From an optimization exercise on the open Yosys and OpenROAD flow, aimed at small area, a short achievable clock period and few clock cycles; shortcuts taken in it are not production practice.
RTL that was checked went through simulation tests only; none was proved equivalent to the original.
Power and IR drop assume default switching activity.

==> run X: inputs <==
==> flow/design.v (excerpt) <==
module indel_edit_distance_traceback #(
  parameter int MAX_LEN = edt_pkg::MAX_LEN_DEF
) (
  input  logic         clk,
  input  logic         rst,
  input  logic         cfg_we,
  input  logic         cfg_index,
  input  logic [4:0]   cfg_data,
  input  logic         load_valid,
  output logic         load_ready,
  input  logic [3:0]   load_position,
  input  logic [7:0]   load_base_symbol,
  input  logic [7:0]   load_target_symbol,
  input  logic         load_last_load,
  output logic         result_valid,
  input  logic         result_ready,
  output logic [1:0]   result_op_kind,
  output logic [7:0]   result_op_symbol,
  output logic signed [4:0] result_base_index,
  output logic [5:0]   result_distance,
  output logic         result_last_op
);
==> flow/config.mk <==
export PLATFORM = sky130hd
export DESIGN_NAME = indel_edit_distance_traceback
export DESIGN_NICKNAME = indel_edit_distance_traceback
export VERILOG_FILES = /design/flow/design.v
export SDC_FILE = /design/flow/constraint.sdc
export NUM_CORES = 4
export LEC_CHECK = 0
export CAP_MARGIN = 20
export CORE_MARGIN = 2
export CORE_UTILIZATION = 60
export CTS_CLUSTER_DIAMETER = 80
export CTS_CLUSTER_SIZE = 30
export PLACE_DENSITY = 0.7
export SETUP_SLACK_MARGIN = 4.6
export SLEW_MARGIN = 20
==> flow/constraint.sdc <==
create_clock -name core_clock -period 7.0 [get_ports {clk}]
set_input_delay 1.4000 -clock core_clock [delete_from_list [all_inputs] [get_ports {clk}]]
set_output_delay 1.4000 -clock core_clock [all_outputs]
set_load 0.01 [all_outputs]
run.sh (not shown) runs the stock make flow with config.mk's settings and CLKGATE_MAP_FILE= SYNTH_SCRIPT=/design/flow/synth_recipe.tcl, a recipe that flattens the netlist after the stock synthesis.
==> run A: changes against run X <==
--- a/flow/design.v
+++ b/flow/design.v
@@ -192,19 +192,15 @@
       else if (xfer) f_busy <= 1'b0;
       if (f_start) f_par <= ~f_par;
       if (start) ps_v <= 1'b1;
       else if (f_start) ps_v <= 1'b0;
       wb_v <= wb_v_n;
       f_wv <= f_step;
-      if (f_start) begin
-        for (int i = 1; i < 16; i++) f_uv[i] <= (5'(i) < ps_t);
-        f_uv[0] <= 1'b0;
-      end else if (a_load) begin
-        f_uv <= f_uv & ~f_rp;
-      end else if (!f_busy) begin
-        f_uv <= '0;
+      for (int i = 0; i < 16; i++) begin
+        f_uv[i] <= f_start ? (5'(i) < ps_t)
+                           : (f_busy && (5'(i) < f_t) && (5'(i) >= f_r));
       end
     end
   end
   always_ff @(posedge clk) begin
     if (rst) begin
       ready_q <= 1'b1;
==> flow/config.mk (replaced) <==
export PLATFORM = sky130hd
export DESIGN_NAME = indel_edit_distance_traceback
export DESIGN_NICKNAME = indel_edit_distance_traceback
export VERILOG_FILES = /design/flow/design.v
export SDC_FILE = /design/flow/constraint.sdc
export NUM_CORES = 4
export LEC_CHECK = 0
export CAP_MARGIN = 20
export CORE_MARGIN = 2
export CORE_UTILIZATION = 40
export SETUP_SLACK_MARGIN = 4.4
export SLEW_MARGIN = 20
==> summary of the runs <==
- Between run A and run X, the lower global-route usage is in run A (gap 12 points).
- Non-clock buffer count: run A is lower than run X (76).
- Of run A and run X, run X has the higher routed wire length (gap about 2.3%, measured against run X).
- Against run A, the core utilization of run X is higher by 24 points.
- Critical path depth: run X is higher than run A (2).
- Against run X, the worst hold slack of run A is worse by 0.025 ns.
- Die area: run A is larger than run X (48%).
- In run A the sequential share of layout area is lower than in run X, by 0.37 points.
- Against run A, the setup slack of run X is higher by 0.14 ns.
==> figures <==
item                                                                 run A         run X
Total power per unit cell area                                328.0 nW/µm²  307.1 nW/µm²
Result of the run                                 timing/DRC/antenna clean  timing/DRC/antenna clean
Transition at the pin with the smallest max-transition slack      1.129 ns      1.007 ns
Total of clock buffers placed in the layout                            149            75
Vias in the first global route                                       27970         28780
Layout overhead on the synthesized area                             20.69%        18.94%
Area of placed instances                                         48870 µm²     48410 µm²
Net total in the final layout                                         3351          3381
Synth cell types                                                        82            89
WL met1                                                           60280 µm      54250 µm
Share of power burned in combinational logic                         17.8%         25.5%
Post-route non-filler standard cell count                             4889          4388
Fraction of layout cells with a size suffix above 1                 18.63%        22.75%
Multiplexer fraction of the synthesized cell area                   1.677%        2.322%
Met1 track utilization from global routing                          34.58%        49.03%
Placer congestion estimate                                          0.9591        0.9546
Met2 WL post-DR                                                   64460 µm      67750 µm
Final core area utilization                                         48.59%        72.42%
DR vias                                                              29890         31110
Testbench counts of run X, summed over its fixed seeds: cycles 23,307.
Testbench counts of run A, summed over its fixed seeds: cycles 24,124.

==> build 13 <==
==> flow/design.v <==
package edt_pkg;
  localparam int MAX_LEN_DEF = 16;
  localparam logic REG_BASE_LEN   = 1'b0;
  localparam logic REG_TARGET_LEN = 1'b1;
  localparam logic [1:0] KIND_MATCH  = 2'd0;
  localparam logic [1:0] KIND_INSERT = 2'd1;
  localparam logic [1:0] KIND_REMOVE = 2'd2;
  typedef enum logic [1:0] {
    FS_IDLE,
    FS_RUN,
    FS_DONE
  } fstate_t;
endpackage
module edt_cell #(
  parameter int MAX_LEN = edt_pkg::MAX_LEN_DEF
) (
  input  logic [MAX_LEN-1:0] v_in,
  input  logic [MAX_LEN-1:0] m,
  output logic [MAX_LEN-1:0] v_out,
  output logic               lcs_inc
);
  logic [MAX_LEN:0] sum;
  assign sum     = {1'b0, v_in} + {1'b0, v_in & m};
  assign v_out   = sum[MAX_LEN-1:0] | (v_in & ~m);
  assign lcs_inc = sum[MAX_LEN];
endmodule
module indel_edit_distance_traceback #(
  parameter int MAX_LEN = edt_pkg::MAX_LEN_DEF
) (
  input  logic         clk,
  input  logic         rst,
  input  logic         cfg_we,
  input  logic         cfg_index,
  input  logic [4:0]   cfg_data,
  input  logic         load_valid,
  output logic         load_ready,
  input  logic [3:0]   load_position,
  input  logic [7:0]   load_base_symbol,
  input  logic [7:0]   load_target_symbol,
  input  logic         load_last_load,
  output logic         result_valid,
  input  logic         result_ready,
  output logic [1:0]   result_op_kind,
  output logic [7:0]   result_op_symbol,
  output logic signed [4:0] result_base_index,
  output logic [5:0]   result_distance,
  output logic         result_last_op
);
  logic [4:0] base_length, target_length;
  logic [4:0] blen_eff, tlen_eff;
  assign blen_eff = (base_length > 5'd16) ? 5'd16 : base_length;
  assign tlen_eff = (target_length > 5'd16) ? 5'd16 : target_length;
  always_ff @(posedge clk) begin
    if (rst) begin
      base_length   <= 5'd15;
      target_length <= 5'd15;
    end else if (cfg_we) begin
      if (cfg_index == edt_pkg::REG_TARGET_LEN) target_length <= cfg_data;
      else base_length <= cfg_data;
    end
  end
  logic             ready_q;
  logic [15:0][7:0] bstore, tstore;
  logic             ps_v;            
  logic [4:0]       ps_b, ps_t;
  logic             wb_v;            
  logic [3:0]       wb_p;
  logic [7:0]       wb_t;
  logic             f_busy, f_mv;
  logic [4:0]       f_b, f_t, f_r;
  logic [3:0]       f_rp;
  logic [15:0]      f_v, f_mq;
  logic [7:0]       f_sq;
  logic [5:0]       f_d;
  logic             f_par;
  logic [15:0][7:0] f_base;
  logic [15:0][15:0] ring_v;
  logic [15:0][7:0]  ring_t;
  logic             t_act;
  logic [4:0]       t_x, t_y;
  logic [15:0]      t_soh, t_yoh;    
  logic             t_par;
  logic [5:0]       t_dist;
  logic [15:0][7:0] t_base;
  logic       load_fire, start, ld_tw, ld_unsafe, wb_unsafe, tw_en;
  logic [3:0] tw_p;
  logic [7:0] tw_d;
  assign load_ready = ready_q;
  assign load_fire  = load_valid && ready_q;
  assign start      = load_fire && load_last_load;
  assign ld_tw      = {1'b0, load_position} < tlen_eff;
  assign ld_unsafe  = f_busy && ({1'b0, load_position} < f_t) && ({1'b0, load_position} >= f_r);
  assign wb_unsafe  = f_busy && ({1'b0, wb_p} < f_t) && ({1'b0, wb_p} >= f_r);
  assign tw_en = wb_v ? !wb_unsafe : (load_fire && ld_tw && !ld_unsafe);
  assign tw_p  = wb_v ? wb_p : load_position;
  assign tw_d  = wb_v ? wb_t : load_target_symbol;
  always_ff @(posedge clk) begin
    for (int i = 0; i < 16; i++) begin
      if (load_fire && ({1'b0, load_position} < blen_eff) && (load_position == 4'(i))) begin
        bstore[i] <= load_base_symbol;
      end
      if (tw_en && (tw_p == 4'(i))) begin
        tstore[i] <= tw_d;
      end
    end
    if (load_fire) begin
      wb_p <= load_position;
      wb_t <= load_target_symbol;
    end
    if (start) begin
      ps_b <= blen_eff;
      ps_t <= tlen_eff;
    end
  end
  logic [15:0] f_m, f_vn;
  logic [7:0]  f_sym;
  logic        f_inc, f_more, ring_ok, f_step, m_load, f_start, xfer, tr_free;
  logic [3:0]  f_slot;
  assign f_sym = tstore[f_rp];
  always_comb begin
    for (int i = 0; i < 16; i++) f_m[i] = (5'(i) < f_b) && (f_base[i] == f_sym);
  end
  edt_cell #(.MAX_LEN(16)) u_row (
    .v_in   (f_v),
    .m      (f_mq),
    .v_out  (f_vn),
    .lcs_inc(f_inc)
  );
  assign f_more  = (f_r != f_t);
  assign ring_ok = !t_act || ((6'(f_r) + 6'(t_x)) <= 6'd15);
  assign f_step  = f_busy && f_mv && f_more && ring_ok;
  assign m_load  = f_busy && (!f_mv || f_step);
  assign f_slot  = f_r[3:0] ^ {4{f_par}};
  assign xfer    = f_busy && !f_more && tr_free;
  assign f_start = ps_v && (!f_busy || xfer);
  always_ff @(posedge clk) begin
    if (rst) begin
      f_busy <= 1'b0;
      ps_v   <= 1'b0;
      wb_v   <= 1'b0;
    end else begin
      if (f_start) f_busy <= 1'b1;
      else if (xfer) f_busy <= 1'b0;
      if (start) ps_v <= 1'b1;
      else if (f_start) ps_v <= 1'b0;
      if (wb_v) begin
        if (!wb_unsafe) wb_v <= 1'b0;
      end else if (load_fire && ld_tw && ld_unsafe) begin
        wb_v <= 1'b1;
      end
    end
  end
  always_ff @(posedge clk) begin
    if (rst) begin
      ready_q <= 1'b1;
    end else begin
      ready_q <= !((wb_v && wb_unsafe) || (!wb_v && load_fire && ld_tw && ld_unsafe) ||
                   start || (ps_v && !f_start));
    end
  end
  always_ff @(posedge clk) begin
    if (f_start) begin
      f_b    <= ps_b;
      f_t    <= ps_t;
      f_r    <= '0;
      f_rp   <= '0;
      f_mv   <= 1'b0;
      f_v    <= '1;
      f_d    <= 6'(ps_b);
      f_par  <= ~f_par;
      f_base <= bstore;
    end else begin
      if (m_load) begin
        f_mq <= f_m;
        f_sq <= f_sym;
        f_rp <= f_rp + 4'd1;
        f_mv <= 1'b1;
      end
      if (f_step) begin
        f_r <= f_r + 5'd1;
        f_v <= f_vn;
        f_d <= f_inc ? (f_d - 6'd1) : (f_d + 6'd1);
      end
    end
    for (int i = 0; i < 16; i++) begin
      if (f_step && (f_slot == 4'(i))) begin
        ring_v[i] <= f_vn;
        ring_t[i] <= f_sq;
      end
    end
  end
  logic [15:0] t_row;
  logic [7:0]  t_tsym, t_bsym, sym;
  logic        t_hb, eq, xz, yz, x1, y1, dx, dy, emit_fire, t_last;
  logic [1:0]  kind;
  always_comb begin
    t_row  = '0;
    t_tsym = '0;
    t_bsym = '0;
    for (int i = 0; i < 16; i++) begin
      t_row  = t_row  | (ring_v[i] & {16{t_soh[i]}});
      t_tsym = t_tsym | (ring_t[i] & {8{t_soh[i]}});
      t_bsym = t_bsym | (t_base[i] & {8{t_yoh[i]}});
    end
  end
  assign t_hb = |(t_row & t_yoh);
  assign eq   = (t_tsym == t_bsym);
  assign xz   = (t_x == 5'd0);
  assign yz   = (t_y == 5'd0);
  assign x1   = (t_x == 5'd1);
  assign y1   = (t_y == 5'd1);
  always_comb begin
    dx   = 1'b0;
    dy   = 1'b0;
    kind = edt_pkg::KIND_REMOVE;
    sym  = t_tsym;
    if (yz) begin
      dx = 1'b1;
    end else if (xz) begin
      kind = edt_pkg::KIND_INSERT;
      sym  = t_bsym;
      dy   = 1'b1;
    end else if (eq) begin
      kind = edt_pkg::KIND_MATCH;
      dx   = 1'b1;
      dy   = 1'b1;
    end else if (t_hb) begin
      kind = edt_pkg::KIND_INSERT;
      sym  = t_bsym;
      dy   = 1'b1;
    end else begin
      dx = 1'b1;
    end
  end
  assign t_last    = (yz && x1) || (xz && y1) || (!xz && !yz && eq && x1 && y1);
  assign emit_fire = t_act && (!result_valid || result_ready);
  assign tr_free   = !t_act || (emit_fire && t_last);
  always_ff @(posedge clk) begin
    if (rst) begin
      t_act <= 1'b0;
    end else if (xfer) begin
      t_act <= (f_b != '0) || (f_t != '0);
    end else if (emit_fire && t_last) begin
      t_act <= 1'b0;
    end
  end
  always_ff @(posedge clk) begin
    if (xfer) begin
      t_x    <= f_t;
      t_y    <= f_b;
      t_par  <= f_par;
      t_dist <= f_d;
      t_base <= f_base;
      for (int i = 0; i < 16; i++) begin
        t_soh[i] <= (((f_t[3:0] - 4'd1) ^ {4{f_par}}) == 4'(i));
        t_yoh[i] <= ((f_b[3:0] - 4'd1) == 4'(i));
      end
    end else if (emit_fire) begin
      if (dx) begin
        t_x   <= t_x - 5'd1;
        t_soh <= t_par ? {t_soh[14:0], t_soh[15]} : {t_soh[0], t_soh[15:1]};
      end
      if (dy) begin
        t_y   <= t_y - 5'd1;
        t_yoh <= {1'b0, t_yoh[15:1]};
      end
    end
  end
  always_ff @(posedge clk) begin
    if (rst) begin
      result_valid <= 1'b0;
    end else if (emit_fire) begin
      result_valid <= 1'b1;
    end else if (result_ready) begin
      result_valid <= 1'b0;
    end
  end
  always_ff @(posedge clk) begin
    if (emit_fire) begin
      result_op_kind    <= kind;
      result_op_symbol  <= sym;
      result_base_index <= t_y - 5'd1;
      result_distance   <= t_dist;
      result_last_op    <= t_last;
    end
  end
endmodule
==> flow/run.sh <==
#!/bin/bash
# synth_recipe.tcl (not shown) runs the flow's synth.tcl, then flattens the netlist and writes it again
# the make line also repeats each setting of config.mk as NAME=value (left out here)
make -C /OpenROAD-flow-scripts/flow DESIGN_CONFIG=/design/flow/config.mk WORK_HOME=/design/flow/orfs CLKGATE_MAP_FILE= SYNTH_SCRIPT=/design/flow/synth_recipe.tcl finish
==> flow/config.mk <==
export PLATFORM = sky130hd
export DESIGN_NAME = indel_edit_distance_traceback
export DESIGN_NICKNAME = indel_edit_distance_traceback
export VERILOG_FILES = /design/flow/design.v
export SDC_FILE = /design/flow/constraint.sdc
export NUM_CORES = 4
export LEC_CHECK = 0
export CAP_MARGIN = 20
export CORE_MARGIN = 2
export CORE_UTILIZATION = 40
export SLEW_MARGIN = 20
==> flow/constraint.sdc <==
create_clock -name core_clock -period 7.0 [get_ports {clk}]
set_input_delay 1.4000 -clock core_clock [delete_from_list [all_inputs] [get_ports {clk}]]
set_output_delay 1.4000 -clock core_clock [all_outputs]
set_load 0.01 [all_outputs]
==> inputs of trial 76, as changes to build 13 <==
--- a/flow/design.v
+++ b/flow/design.v
@@ -19,10 +19,29 @@
   output logic [MAX_LEN-1:0] v_out,
   output logic               lcs_inc
 );
-  logic [MAX_LEN:0] sum;
-  assign sum     = {1'b0, v_in} + {1'b0, v_in & m};
-  assign v_out   = sum[MAX_LEN-1:0] | (v_in & ~m);
-  assign lcs_inc = sum[MAX_LEN];
+  localparam int LV = $clog2(MAX_LEN);
+  logic [MAX_LEN-1:0] g [LV+1];
+  logic [MAX_LEN-1:0] p [LV+1];
+  logic [MAX_LEN-1:0] hs, c;
+  always_comb begin
+    g[0] = v_in & m;
+    p[0] = v_in & ~m;
+    for (int l = 0; l < LV; l++) begin
+      for (int i = 0; i < MAX_LEN; i++) begin
+        if (i >= (1 << l)) begin
+          g[l+1][i] = g[l][i] | (p[l][i] & g[l][i-(1<<l)]);
+          p[l+1][i] = p[l][i] & p[l][i-(1<<l)];
+        end else begin
+          g[l+1][i] = g[l][i];
+          p[l+1][i] = p[l][i];
+        end
+      end
+    end
+    c       = {g[LV][MAX_LEN-2:0], 1'b0};
+    hs      = p[0] ^ c;          
+    v_out   = hs | p[0];
+    lcs_inc = g[LV][MAX_LEN-1];
+  end
 endmodule
 module indel_edit_distance_traceback #(
   parameter int MAX_LEN = edt_pkg::MAX_LEN_DEF
@@ -66,44 +85,55 @@
   logic             wb_v;            
   logic [3:0]       wb_p;
   logic [7:0]       wb_t;
-  logic             f_busy, f_mv;
+  logic             f_busy, f_mv, f_wv, f_par, f_e11;
   logic [4:0]       f_b, f_t, f_r;
-  logic [3:0]       f_rp;
-  logic [15:0]      f_v, f_mq;
-  logic [7:0]       f_sq;
+  logic [3:0]       f_rp, f_ws;
+  logic [15:0]      f_v, f_mq, f_uv;
+  logic [7:0]       f_sq, f_ls, f_bl;
   logic [5:0]       f_d;
-  logic             f_par;
   logic [15:0][7:0] f_base;
   logic [15:0][15:0] ring_v;
   logic [15:0][7:0]  ring_t;
-  logic             t_act;
+  logic             t_act, t_par, t_e11;
   logic [4:0]       t_x, t_y;
   logic [15:0]      t_soh, t_yoh;    
-  logic             t_par;
   logic [5:0]       t_dist;
+  logic [15:0]      t_r0;            
+  logic [7:0]       t_t0, t_b0;      
   logic [15:0][7:0] t_base;
-  logic       load_fire, start, ld_tw, ld_unsafe, wb_unsafe, tw_en;
-  logic [3:0] tw_p;
-  logic [7:0] tw_d;
+  logic             f_start, xfer, tr_free;
+  logic        load_fire, start, ld_tw, ld_unsafe, wb_unsafe, wb_drain, wb_v_n;
+  logic [15:0] ld_dec, wb_dec, tw_en;
   assign load_ready = ready_q;
   assign load_fire  = load_valid && ready_q;
   assign start      = load_fire && load_last_load;
   assign ld_tw      = {1'b0, load_position} < tlen_eff;
-  assign ld_unsafe  = f_busy && ({1'b0, load_position} < f_t) && ({1'b0, load_position} >= f_r);
-  assign wb_unsafe  = f_busy && ({1'b0, wb_p} < f_t) && ({1'b0, wb_p} >= f_r);
-  assign tw_en = wb_v ? !wb_unsafe : (load_fire && ld_tw && !ld_unsafe);
-  assign tw_p  = wb_v ? wb_p : load_position;
-  assign tw_d  = wb_v ? wb_t : load_target_symbol;
+  always_comb begin
+    for (int i = 0; i < 16; i++) begin
+      ld_dec[i] = (load_position == 4'(i));
+      wb_dec[i] = (wb_p == 4'(i));
+    end
+  end
+  assign ld_unsafe = |(ld_dec & f_uv);
+  assign wb_unsafe = |(wb_dec & f_uv);
+  assign wb_drain  = wb_v && (!wb_unsafe || f_start);
+  assign wb_v_n    = wb_v ? !wb_drain : (load_fire && ld_tw && ld_unsafe);
+  always_comb begin
+    for (int i = 0; i < 16; i++) begin
+      tw_en[i] = wb_v ? (wb_dec[i] && wb_drain)
+                      : (load_fire && ld_tw && ld_dec[i] && !f_uv[i]);
+    end
+  end
   always_ff @(posedge clk) begin
     for (int i = 0; i < 16; i++) begin
-      if (load_fire && ({1'b0, load_position} < blen_eff) && (load_position == 4'(i))) begin
+      if (load_fire && ({1'b0, load_position} < blen_eff) && ld_dec[i]) begin
         bstore[i] <= load_base_symbol;
       end
-      if (tw_en && (tw_p == 4'(i))) begin
-        tstore[i] <= tw_d;
+      if (tw_en[i]) begin
+        tstore[i] <= wb_v ? wb_t : load_target_symbol;
       end
     end
-    if (load_fire) begin
+    if (!wb_v) begin
       wb_p <= load_position;
       wb_t <= load_target_symbol;
     end
@@ -112,10 +142,11 @@
       ps_t <= tlen_eff;
     end
   end
-  logic [15:0] f_m, f_vn;
-  logic [7:0]  f_sym;
-  logic        f_inc, f_more, ring_ok, f_step, m_load, f_start, xfer, tr_free;
+  logic [15:0] f_m, f_vn, ps_dec;
+  logic [7:0]  f_sym, ps_bl;
+  logic        f_inc, f_more, ring_ok, f_step, f_done, m_load;
   logic [3:0]  f_slot;
+  logic [5:0]  f_dn;
   assign f_sym = tstore[f_rp];
   always_comb begin
     for (int i = 0; i < 16; i++) f_m[i] = (5'(i) < f_b) && (f_base[i] == f_sym);
@@ -126,27 +157,39 @@
     .v_out  (f_vn),
     .lcs_inc(f_inc)
   );
+  assign f_dn    = f_inc ? (f_d - 6'd1) : (f_d + 6'd1);
   assign f_more  = (f_r != f_t);
   assign ring_ok = !t_act || ((6'(f_r) + 6'(t_x)) <= 6'd15);
   assign f_step  = f_busy && f_mv && f_more && ring_ok;
+  assign f_done  = f_busy && (!f_more || (f_step && ((f_r + 5'd1) == f_t)));
   assign m_load  = f_busy && (!f_mv || f_step);
   assign f_slot  = f_r[3:0] ^ {4{f_par}};
-  assign xfer    = f_busy && !f_more && tr_free;
+  assign xfer    = f_done && tr_free;
   assign f_start = ps_v && (!f_busy || xfer);
+  always_comb begin
+    ps_bl = '0;
+    for (int i = 0; i < 16; i++) begin
+      ps_dec[i] = ((ps_b[3:0] - 4'd1) == 4'(i));
+      ps_bl     = ps_bl | (bstore[i] & {8{ps_dec[i]}});
+    end
+  end
   always_ff @(posedge clk) begin
     if (rst) begin
       f_busy <= 1'b0;
       ps_v   <= 1'b0;
       wb_v   <= 1'b0;
+      f_wv   <= 1'b0;
+      f_uv   <= '0;
     end else begin
       if (f_start) f_busy <= 1'b1;
       else if (xfer) f_busy <= 1'b0;
       if (start) ps_v <= 1'b1;
       else if (f_start) ps_v <= 1'b0;
-      if (wb_v) begin
-        if (!wb_unsafe) wb_v <= 1'b0;
-      end else if (load_fire && ld_tw && ld_unsafe) begin
-        wb_v <= 1'b1;
+      wb_v <= wb_v_n;
+      f_wv <= f_step;
+      for (int i = 0; i < 16; i++) begin
+        f_uv[i] <= f_start ? (5'(i) < ps_t)
+                           : (f_busy && (5'(i) < f_t) && (5'(i) >= f_r));
       end
     end
   end
@@ -154,8 +197,7 @@
     if (rst) begin
       ready_q <= 1'b1;
     end else begin
-      ready_q <= !((wb_v && wb_unsafe) || (!wb_v && load_fire && ld_tw && ld_unsafe) ||
-                   start || (ps_v && !f_start));
+      ready_q <= !(wb_v_n || start || (ps_v && !f_start));
     end
   end
   always_ff @(posedge clk) begin
@@ -169,6 +211,7 @@
       f_d    <= 6'(ps_b);
       f_par  <= ~f_par;
       f_base <= bstore;
+      f_bl   <= ps_bl;
     end else begin
       if (m_load) begin
         f_mq <= f_m;
@@ -177,34 +220,39 @@
         f_mv <= 1'b1;
       end
       if (f_step) begin
-        f_r <= f_r + 5'd1;
-        f_v <= f_vn;
-        f_d <= f_inc ? (f_d - 6'd1) : (f_d + 6'd1);
+        f_r  <= f_r + 5'd1;
+        f_v  <= f_vn;
+        f_d  <= f_dn;
+        f_ls <= f_sq;
+        if (f_r == '0) f_e11 <= f_mq[0];
       end
     end
+    f_ws <= f_slot;
     for (int i = 0; i < 16; i++) begin
-      if (f_step && (f_slot == 4'(i))) begin
-        ring_v[i] <= f_vn;
-        ring_t[i] <= f_sq;
+      if (f_wv && (f_ws == 4'(i))) begin
+        ring_v[i] <= f_v;
+        ring_t[i] <= f_ls;
       end
     end
   end
-  logic [15:0] t_row;
-  logic [7:0]  t_tsym, t_bsym, sym;
+  logic [15:0] soh_n, yoh_n, r_n;
+  logic [7:0]  t_n, b_n, sym;
   logic        t_hb, eq, xz, yz, x1, y1, dx, dy, emit_fire, t_last;
   logic [1:0]  kind;
+  assign soh_n = t_par ? {t_soh[14:0], t_soh[15]} : {t_soh[0], t_soh[15:1]};
+  assign yoh_n = {1'b0, t_yoh[15:1]};
   always_comb begin
-    t_row  = '0;
-    t_tsym = '0;
-    t_bsym = '0;
+    r_n = '0;
+    t_n = '0;
+    b_n = '0;
     for (int i = 0; i < 16; i++) begin
-      t_row  = t_row  | (ring_v[i] & {16{t_soh[i]}});
-      t_tsym = t_tsym | (ring_t[i] & {8{t_soh[i]}});
-      t_bsym = t_bsym | (t_base[i] & {8{t_yoh[i]}});
+      r_n = r_n | (ring_v[i] & {16{soh_n[i]}});
+      t_n = t_n | (ring_t[i] & {8{soh_n[i]}});
+      b_n = b_n | (t_base[i] & {8{yoh_n[i]}});
     end
   end
-  assign t_hb = |(t_row & t_yoh);
-  assign eq   = (t_tsym == t_bsym);
+  assign t_hb = |(t_r0 & t_yoh);
+  assign eq   = (t_t0 == t_b0);
   assign xz   = (t_x == 5'd0);
   assign yz   = (t_y == 5'd0);
   assign x1   = (t_x == 5'd1);
@@ -213,12 +261,10 @@
     dx   = 1'b0;
     dy   = 1'b0;
     kind = edt_pkg::KIND_REMOVE;
-    sym  = t_tsym;
     if (yz) begin
       dx = 1'b1;
     end else if (xz) begin
       kind = edt_pkg::KIND_INSERT;
-      sym  = t_bsym;
       dy   = 1'b1;
     end else if (eq) begin
       kind = edt_pkg::KIND_MATCH;
@@ -226,13 +272,13 @@
       dy   = 1'b1;
     end else if (t_hb) begin
       kind = edt_pkg::KIND_INSERT;
-      sym  = t_bsym;
       dy   = 1'b1;
     end else begin
       dx = 1'b1;
     end
   end
-  assign t_last    = (yz && x1) || (xz && y1) || (!xz && !yz && eq && x1 && y1);
+  assign sym = (kind == edt_pkg::KIND_INSERT) ? t_b0 : t_t0;
+  assign t_last    = (yz && x1) || (xz && y1) || (x1 && y1 && t_e11);
   assign emit_fire = t_act && (!result_valid || result_ready);
   assign tr_free   = !t_act || (emit_fire && t_last);
   always_ff @(posedge clk) begin
@@ -249,8 +295,12 @@
       t_x    <= f_t;
       t_y    <= f_b;
       t_par  <= f_par;
-      t_dist <= f_d;
+      t_dist <= f_step ? f_dn : f_d;
       t_base <= f_base;
+      t_r0   <= f_step ? f_vn : f_v;
+      t_t0   <= f_step ? f_sq : f_ls;
+      t_b0   <= f_bl;
+      t_e11  <= (f_r == '0) ? f_mq[0] : f_e11;
       for (int i = 0; i < 16; i++) begin
         t_soh[i] <= (((f_t[3:0] - 4'd1) ^ {4{f_par}}) == 4'(i));
         t_yoh[i] <= ((f_b[3:0] - 4'd1) == 4'(i));
@@ -258,11 +308,14 @@
     end else if (emit_fire) begin
       if (dx) begin
         t_x   <= t_x - 5'd1;
-        t_soh <= t_par ? {t_soh[14:0], t_soh[15]} : {t_soh[0], t_soh[15:1]};
+        t_soh <= soh_n;
+        t_r0  <= r_n;
+        t_t0  <= t_n;
       end
       if (dy) begin
         t_y   <= t_y - 5'd1;
-        t_yoh <= {1'b0, t_yoh[15:1]};
+        t_yoh <= yoh_n;
+        t_b0  <= b_n;
       end
     end
   end
- SETUP_SLACK_MARGIN: not set -> 3.8
==> inputs of trial 78, as changes to build 13 <==
- ABC_CLOCK_PERIOD_IN_PS: not set -> 2500
- SETUP_SLACK_MARGIN: not set -> 4.0
==> notes.md <==
* Die Span Y at 325.8 um
* Status: timing/DRC/antenna clean
* Comb power frac at 11.1%
* Layout area overhead at 13.46%
* Final critical path time including I/O delays and setup at 5.045 ns
* Synth cell count leaders: edfxtp_1 (1029), xnor2_1 (102), a221oi_1 (96), a22o_1 (96), nor2_1 (92)
* Ranking of synthesized cells by area: edfxtp_1 (75%), mux4_2 (2.2%), xnor2_1 (2.2%)
* Fin worst setup slack at 1.955 ns
* Fin cells at 3954
* Clk_skew at 0.03115 ns
-- figures above: build 13

==> notes.md <==
* Status: timing/DRC/antenna clean
* Die Span Y at 325.8 um
* Fraction of area in registers at 57.81%
* GRT Total Usage at 23.29%
* Comb power frac at 18.3%
* Layout area overhead at 32.67%
* Ranking of synthesized cells by area: edfxtp_1 (75%), mux4_2 (2.2%), xnor2_1 (2.2%)
* ANT nets after route at 0
* Synth cell count leaders: edfxtp_1 (1029), xnor2_1 (102), a221oi_1 (96), a22o_1 (96), nor2_1 (92)
* Number of multi-input logic gates at 1172
* Final wirelength at 129500 um
-- figures above: trial 78

==> notes.md <==
* Status: timing/DRC/antenna clean
* Synth cell count leaders: edfxtp_1 (1058), a22oi_1 (174), nor2_1 (155)
* Comb power frac at 13.0%
* Fin cells at 4676
* Final critical path time including I/O delays and setup at 3.406 ns
* Fin worst setup slack at 3.594 ns
* Layout area overhead at 18.89%
-- figures above: trial 76

Testbench counts of build 13, summed over its fixed seeds: cycles 24,571.
Testbench counts of trial 78, summed over its fixed seeds: cycles 24,571.
No functional check of the RTL was part of trial 76.

[port drivers added, routing unchanged]
In the flow no input, the clock included, has a driving cell. The finished layouts below were timed again as built, in two steps. Step 1, drivers: a clkbuf_16 drives clk and a buf_2 each remaining input, both assumed. Step 2 adds t to the input delays and takes it off the output delays; t is the mean of the earliest and latest rising clock arrival at the registers after step 1. Input paths then give back, and output paths get back, about the clock's delay inside the block. Three values: no drivers, after step 1, after step 2; two values: the first two.
| run | t, ns | setup slack, ns | worst setup path at the end | worst data-port slew with drivers (ns) | pins driven straight from the clock port |
|---|---|---|---|---|---|
| run X | 0.715 | 4.241 / 4.207 / 3.622 | input to register | 0.11 | 1 |
| run A | 0.774 | 4.103 / 4.058 / 3.333 | input to register | 0.12 | 1 |
| build 13 | 0.730 | 1.955 / 1.955 / 1.955 | register to register | 0.04 | 1 |
| trial 76 | 0.783 | 3.594 / 3.594 / 3.068 | input to register | 0.04 | 1 |
| trial 78 | 0.772 | 3.308 / 3.308 / 3.136 | input to register | 0.06 | 1 |
After both steps every run listed still meets setup and hold. For run A, which loses most, drivers alone change the setup slack by -0.045 ns; drivers and shift together by -0.770 ns.
